What follows belongs to an exercise in optimizing a design on an open flow for small area; a production flow would make more cautious choices.
Function was checked by simulation only, so behaviour that the tests miss may differ from the original.
No activity file was given, so power comes from the tool's default toggle rates.

==> inputs of build 8 <==
// regfile_ckpt
module regfile_ckpt #(
   parameter int               WIDTH        = 32,
   parameter int               NUM_REGS     = 8,
   parameter int               SEL_W        = 3,
   parameter logic [WIDTH-1:0] RESET_EIP    = '0,
   parameter logic [WIDTH-1:0] RESET_EFLAGS = WIDTH'(2)
) (
   input  logic                      clk,
   input  logic                      rst_n,
   input  logic                      en,
   input  logic                      wr0_en,
   input  logic [SEL_W-1:0]          wr0_sel,
   input  logic [WIDTH-1:0]          wr0_data,
   input  logic                      wr1_en,
   input  logic [SEL_W-1:0]          wr1_sel,
   input  logic [WIDTH-1:0]          wr1_data,
   input  logic [WIDTH-1:0]          next_eip,
   input  logic [WIDTH-1:0]          next_eflags,
   input  logic                      ckpt_req,
   input  logic                      restore_req,
   input  logic                      ret_load,
   input  logic [31:0]               ret_load_val,
   input  logic [SEL_W-1:0]          rd0_sel,
   output logic [WIDTH-1:0]          rd0_data,
   input  logic [SEL_W-1:0]          rd1_sel,
   output logic [WIDTH-1:0]          rd1_data,
   output logic [NUM_REGS*WIDTH-1:0] gpr_flat,
   output logic [WIDTH-1:0]          eip,
   output logic [WIDTH-1:0]          eflags,
   output logic [31:0]               retired,
   output logic                      ckpt_valid,
   output logic                      restore_err
);
==> module regfile_ckpt, before the edit <==
module regfile_ckpt #(
   parameter int               WIDTH        = 32,
   parameter int               NUM_REGS     = 8,
   parameter int               SEL_W        = 3,
   parameter logic [WIDTH-1:0] RESET_EIP    = '0,
   parameter logic [WIDTH-1:0] RESET_EFLAGS = WIDTH'(2)
) (
   input  logic                      clk,
   input  logic                      rst_n,
   input  logic                      en,
   input  logic                      wr0_en,
   input  logic [SEL_W-1:0]          wr0_sel,
   input  logic [WIDTH-1:0]          wr0_data,
   input  logic                      wr1_en,
   input  logic [SEL_W-1:0]          wr1_sel,
   input  logic [WIDTH-1:0]          wr1_data,
   input  logic [WIDTH-1:0]          next_eip,
   input  logic [WIDTH-1:0]          next_eflags,
   input  logic                      ckpt_req,
   input  logic                      restore_req,
   input  logic                      ret_load,
   input  logic [31:0]               ret_load_val,
   input  logic [SEL_W-1:0]          rd0_sel,
   output logic [WIDTH-1:0]          rd0_data,
   input  logic [SEL_W-1:0]          rd1_sel,
   output logic [WIDTH-1:0]          rd1_data,
   output logic [NUM_REGS*WIDTH-1:0] gpr_flat,
   output logic [WIDTH-1:0]          eip,
   output logic [WIDTH-1:0]          eflags,
   output logic [31:0]               retired,
   output logic                      ckpt_valid,
   output logic                      restore_err
);
   typedef enum logic {IDLE, ARMED} state_t;
   state_t           state;
   logic [WIDTH-1:0] gpr    [NUM_REGS];
   logic [WIDTH-1:0] ck_gpr [NUM_REGS];
   logic [WIDTH-1:0] ck_eip;
   logic [WIDTH-1:0] ck_eflags;
   logic [31:0]      ck_ret;
   logic [31:0]      ret_cnt;
   logic             do_restore;
   assign do_restore = restore_req && (state == ARMED);
   assign retired    = ret_cnt;
   always_ff @(posedge clk or negedge rst_n) begin
      if (!rst_n) begin
         for (int i = 0; i < NUM_REGS; i++) begin
            gpr[i]    <= '0;
            ck_gpr[i] <= '0;
         end
         eip         <= RESET_EIP;
         eflags      <= RESET_EFLAGS;
         ret_cnt     <= '0;
         ck_eip      <= RESET_EIP;
         ck_eflags   <= RESET_EFLAGS;
         ck_ret      <= '0;
         state       <= IDLE;
         ckpt_valid  <= 1'b0;
         restore_err <= 1'b0;
      end else begin
         restore_err <= restore_req && (state == IDLE);
         if (do_restore) begin
            for (int i = 0; i < NUM_REGS; i++) begin
               gpr[i] <= ck_gpr[i];
            end
            eip        <= ck_eip;
            eflags     <= ck_eflags;
            ret_cnt    <= ck_ret;
            state      <= IDLE;
            ckpt_valid <= 1'b0;
         end else begin
            if (ckpt_req && !restore_req) begin
               for (int i = 0; i < NUM_REGS; i++) begin
                  ck_gpr[i] <= gpr[i];
               end
               ck_eip     <= eip;
               ck_eflags  <= eflags;
               ck_ret     <= ret_cnt;
               state      <= ARMED;
               ckpt_valid <= 1'b1;
            end
            if (en) begin
               for (int i = 0; i < NUM_REGS; i++) begin
                  if (wr0_en && (wr0_sel == SEL_W'(i))) begin
                     gpr[i] <= wr0_data;
                  end else if (wr1_en && (wr1_sel == SEL_W'(i))) begin
                     gpr[i] <= wr1_data;
                  end
               end
               eip     <= next_eip;
               eflags  <= next_eflags;
               ret_cnt <= ret_cnt + 32'd1;
            end
            if (ret_load) begin
               ret_cnt <= ret_load_val;
            end
         end
      end
   end
   always_comb begin
      rd0_data = '0;
      rd1_data = '0;
      for (int i = 0; i < NUM_REGS; i++) begin
         if (rd0_sel == SEL_W'(i)) rd0_data = gpr[i];
         if (rd1_sel == SEL_W'(i)) rd1_data = gpr[i];
      end
   end
   for (genvar g = 0; g < NUM_REGS; g++) begin : g_flat
      assign gpr_flat[g*WIDTH +: WIDTH] = gpr[g];
   end
endmodule
==> flow/config.mk <==
export PLATFORM = sky130hd
export DESIGN_NAME = regfile_ckpt
export DESIGN_NICKNAME = regfile_ckpt
export VERILOG_FILES = /design/flow/design.v
export SDC_FILE = /design/flow/constraint.sdc
export NUM_CORES = 4
export LEC_CHECK = 0
export CAP_MARGIN = 20
export CORE_MARGIN = 2
export CORE_UTILIZATION = 40
export SLEW_MARGIN = 20
==> flow/constraint.sdc <==
create_clock -name core_clock -period 6.0 [get_ports {clk}]
set_input_delay 1.2000 -clock core_clock [delete_from_list [all_inputs] [get_ports {clk}]]
set_output_delay 1.2000 -clock core_clock [all_outputs]
set_load 0.01 [all_outputs]
run.sh (not shown) runs the stock make flow with config.mk's settings and CLKGATE_MAP_FILE= SYNTH_SCRIPT=/design/flow/synth_recipe.tcl, a recipe that flattens the netlist after the stock synthesis.
==> trial 40 (differences from build 8) <==
==> flow/design.v (replaced) <==
module regfile_ckpt #(
   parameter int               WIDTH        = 32,
   parameter int               NUM_REGS     = 8,
   parameter int               SEL_W        = 3,
   parameter logic [WIDTH-1:0] RESET_EIP    = '0,
   parameter logic [WIDTH-1:0] RESET_EFLAGS = WIDTH'(2)
) (
   input  logic                      clk,
   input  logic                      rst_n,
   input  logic                      en,
   input  logic                      wr0_en,
   input  logic [SEL_W-1:0]          wr0_sel,
   input  logic [WIDTH-1:0]          wr0_data,
   input  logic                      wr1_en,
   input  logic [SEL_W-1:0]          wr1_sel,
   input  logic [WIDTH-1:0]          wr1_data,
   input  logic [WIDTH-1:0]          next_eip,
   input  logic [WIDTH-1:0]          next_eflags,
   input  logic                      ckpt_req,
   input  logic                      restore_req,
   input  logic                      ret_load,
   input  logic [31:0]               ret_load_val,
   input  logic [SEL_W-1:0]          rd0_sel,
   output logic [WIDTH-1:0]          rd0_data,
   input  logic [SEL_W-1:0]          rd1_sel,
   output logic [WIDTH-1:0]          rd1_data,
   output logic [NUM_REGS*WIDTH-1:0] gpr_flat,
   output logic [WIDTH-1:0]          eip,
   output logic [WIDTH-1:0]          eflags,
   output logic [31:0]               retired,
   output logic                      ckpt_valid,
   output logic                      restore_err
);
   logic [WIDTH-1:0] gpr    [NUM_REGS];
   logic [WIDTH-1:0] ck_gpr [NUM_REGS];
   logic [WIDTH-1:0] ck_eip;
   logic [WIDTH-1:0] ck_eflags;
   logic [31:0]      ck_ret;
   logic [31:0]      ret_cnt;
   logic             do_restore;
   logic             do_ckpt;
   logic             cap;
   logic             keep;
   logic [NUM_REGS-1:0] s0, s1, hold;
   assign do_restore = restore_req && ckpt_valid;
   assign do_ckpt    = ckpt_req && !restore_req;
   assign cap        = do_ckpt;    
   assign keep       = !do_restore;
   assign retired    = ret_cnt;
   always_comb begin
      for (int i = 0; i < NUM_REGS; i++) begin
         s0[i]   = keep && en && wr0_en && (wr0_sel == SEL_W'(i));
         s1[i]   = keep && en && wr1_en && (wr1_sel == SEL_W'(i)) &&
                   !(wr0_en && (wr0_sel == SEL_W'(i)));
         hold[i] = keep && !s0[i] && !s1[i];
      end
   end
   logic             upd;       
   logic             stay;      
   logic             r_ld, r_inc, r_hold;
   logic [31:0]      ret_inc;
   assign upd    = keep && en;
   assign stay   = keep && !en;
   assign r_ld   = keep && ret_load;
   assign r_inc  = keep && !ret_load && en;
   assign r_hold = keep && !ret_load && !en;
   assign ret_inc = ret_cnt + 32'd1;
   always_ff @(posedge clk or negedge rst_n) begin
      if (!rst_n) begin
         for (int i = 0; i < NUM_REGS; i++) gpr[i] <= '0;
         eip         <= RESET_EIP;
         eflags      <= RESET_EFLAGS;
         ret_cnt     <= '0;
         ckpt_valid  <= 1'b0;
         restore_err <= 1'b0;
      end else begin
         restore_err <= restore_req && !ckpt_valid;
         ckpt_valid  <= keep && (ckpt_valid || do_ckpt);
         for (int i = 0; i < NUM_REGS; i++) begin
            gpr[i] <= (ck_gpr[i] & {WIDTH{do_restore}}) | (wr0_data & {WIDTH{s0[i]}}) |
                      (wr1_data & {WIDTH{s1[i]}}) | (gpr[i] & {WIDTH{hold[i]}});
         end
         eip     <= (ck_eip & {WIDTH{do_restore}}) | (next_eip & {WIDTH{upd}}) |
                    (eip & {WIDTH{stay}});
         eflags  <= (ck_eflags & {WIDTH{do_restore}}) | (next_eflags & {WIDTH{upd}}) |
                    (eflags & {WIDTH{stay}});
         ret_cnt <= (ck_ret & {32{do_restore}}) | (ret_load_val & {32{r_ld}}) |
                    (ret_inc & {32{r_inc}}) | (ret_cnt & {32{r_hold}});
      end
   end
   always_ff @(posedge clk) begin
      for (int i = 0; i < NUM_REGS; i++)
         ck_gpr[i] <= (gpr[i] & {WIDTH{cap}}) | (ck_gpr[i] & {WIDTH{!cap}});
      ck_eip    <= (eip & {WIDTH{cap}}) | (ck_eip & {WIDTH{!cap}});
      ck_eflags <= (eflags & {WIDTH{cap}}) | (ck_eflags & {WIDTH{!cap}});
      ck_ret    <= (ret_cnt & {32{cap}}) | (ck_ret & {32{!cap}});
   end
   always_comb begin
      rd0_data = '0;
      rd1_data = '0;
      for (int i = 0; i < NUM_REGS; i++) begin
         rd0_data = rd0_data | (gpr[i] & {WIDTH{rd0_sel == SEL_W'(i)}});
         rd1_data = rd1_data | (gpr[i] & {WIDTH{rd1_sel == SEL_W'(i)}});
      end
   end
   for (genvar g = 0; g < NUM_REGS; g++) begin : g_flat
      assign gpr_flat[g*WIDTH +: WIDTH] = gpr[g];
   end
endmodule
==> flow/flow/run.sh (new file) <==
#!/bin/bash
# The standard layout, with two changes: ports are buffered with the smallest buffer
# (sky130_fd_sc_hd__buf_1) instead of the resizer's default, and CTS uses clkbuf_4 without dummy loads.
set -euo pipefail
bash standard.sh \
  "BUFFER_PORTS_ARGS=-buffer_cell sky130_fd_sc_hd__buf_1" \
  "CTS_ARGS=-sink_clustering_enable -repair_clock_nets -dont_use_dummy_load -buf_list sky130_fd_sc_hd__clkbuf_4" \
  finish > standard_flow.log 2>&1
==> flow/standard.sh (new file) <==
#!/bin/bash
# synth_recipe.tcl (not shown) runs the flow's synth.tcl, then flattens the netlist and writes it again
# the make line also repeats each setting of config.mk as NAME=value (left out here)
make -C /OpenROAD-flow-scripts/flow DESIGN_CONFIG=/design/flow/config.mk WORK_HOME=/design/flow/orfs CLKGATE_MAP_FILE= SYNTH_SCRIPT=/design/flow/synth_recipe.tcl "${@:-finish}"
removed: flow/run.sh
==> comparison <==
Trial 40 completed with no timing, DRC or antenna violations. Build 8 finished clean.
In build 8 the die area is higher than in trial 40, by 17%.
Between trial 40 and build 8, the lower area after synthesis is in trial 40 (gap about 15%, measured against build 8).
Of build 8 and trial 40, build 8 has the higher total power (gap 42%, measured against trial 40).
Of trial 40 and build 8, trial 40 has the higher sequential share of layout area (gap 16 points).

[re-timing with driven ports]
How much do the figures lean on ideal ports? The routed layouts below were timed once more, with nothing changed but the port constraints.
Step 1, drivers: a clkbuf_16 drives clk and a buf_2 each remaining input, both assumed.
Step 2 also shifts input and output timing later by t, the mid clock arrival at the registers, as if the neighbouring blocks saw the same clock.
Three values: no drivers, after step 1, after step 2; two values: the first two.
run | t (ns) | slack for setup (ns) | worst hold slack (ns) | worst setup path at the end | pins driven straight from the clock port
build 8 | 0.712 | 0.722 / 0.650 / 0.650 | 0.464 / 0.464 / 0.464 | input to output | 1
trial 40 | 1.027 | 1.062 / 1.031 / 1.031 | 0.295 / 0.254 / 0.385 | input to output | 1
After both steps every run listed still meets setup and hold. The setup slack of build 8, which loses most, moves by -0.072 ns with the drivers and by -0.072 ns with both steps.
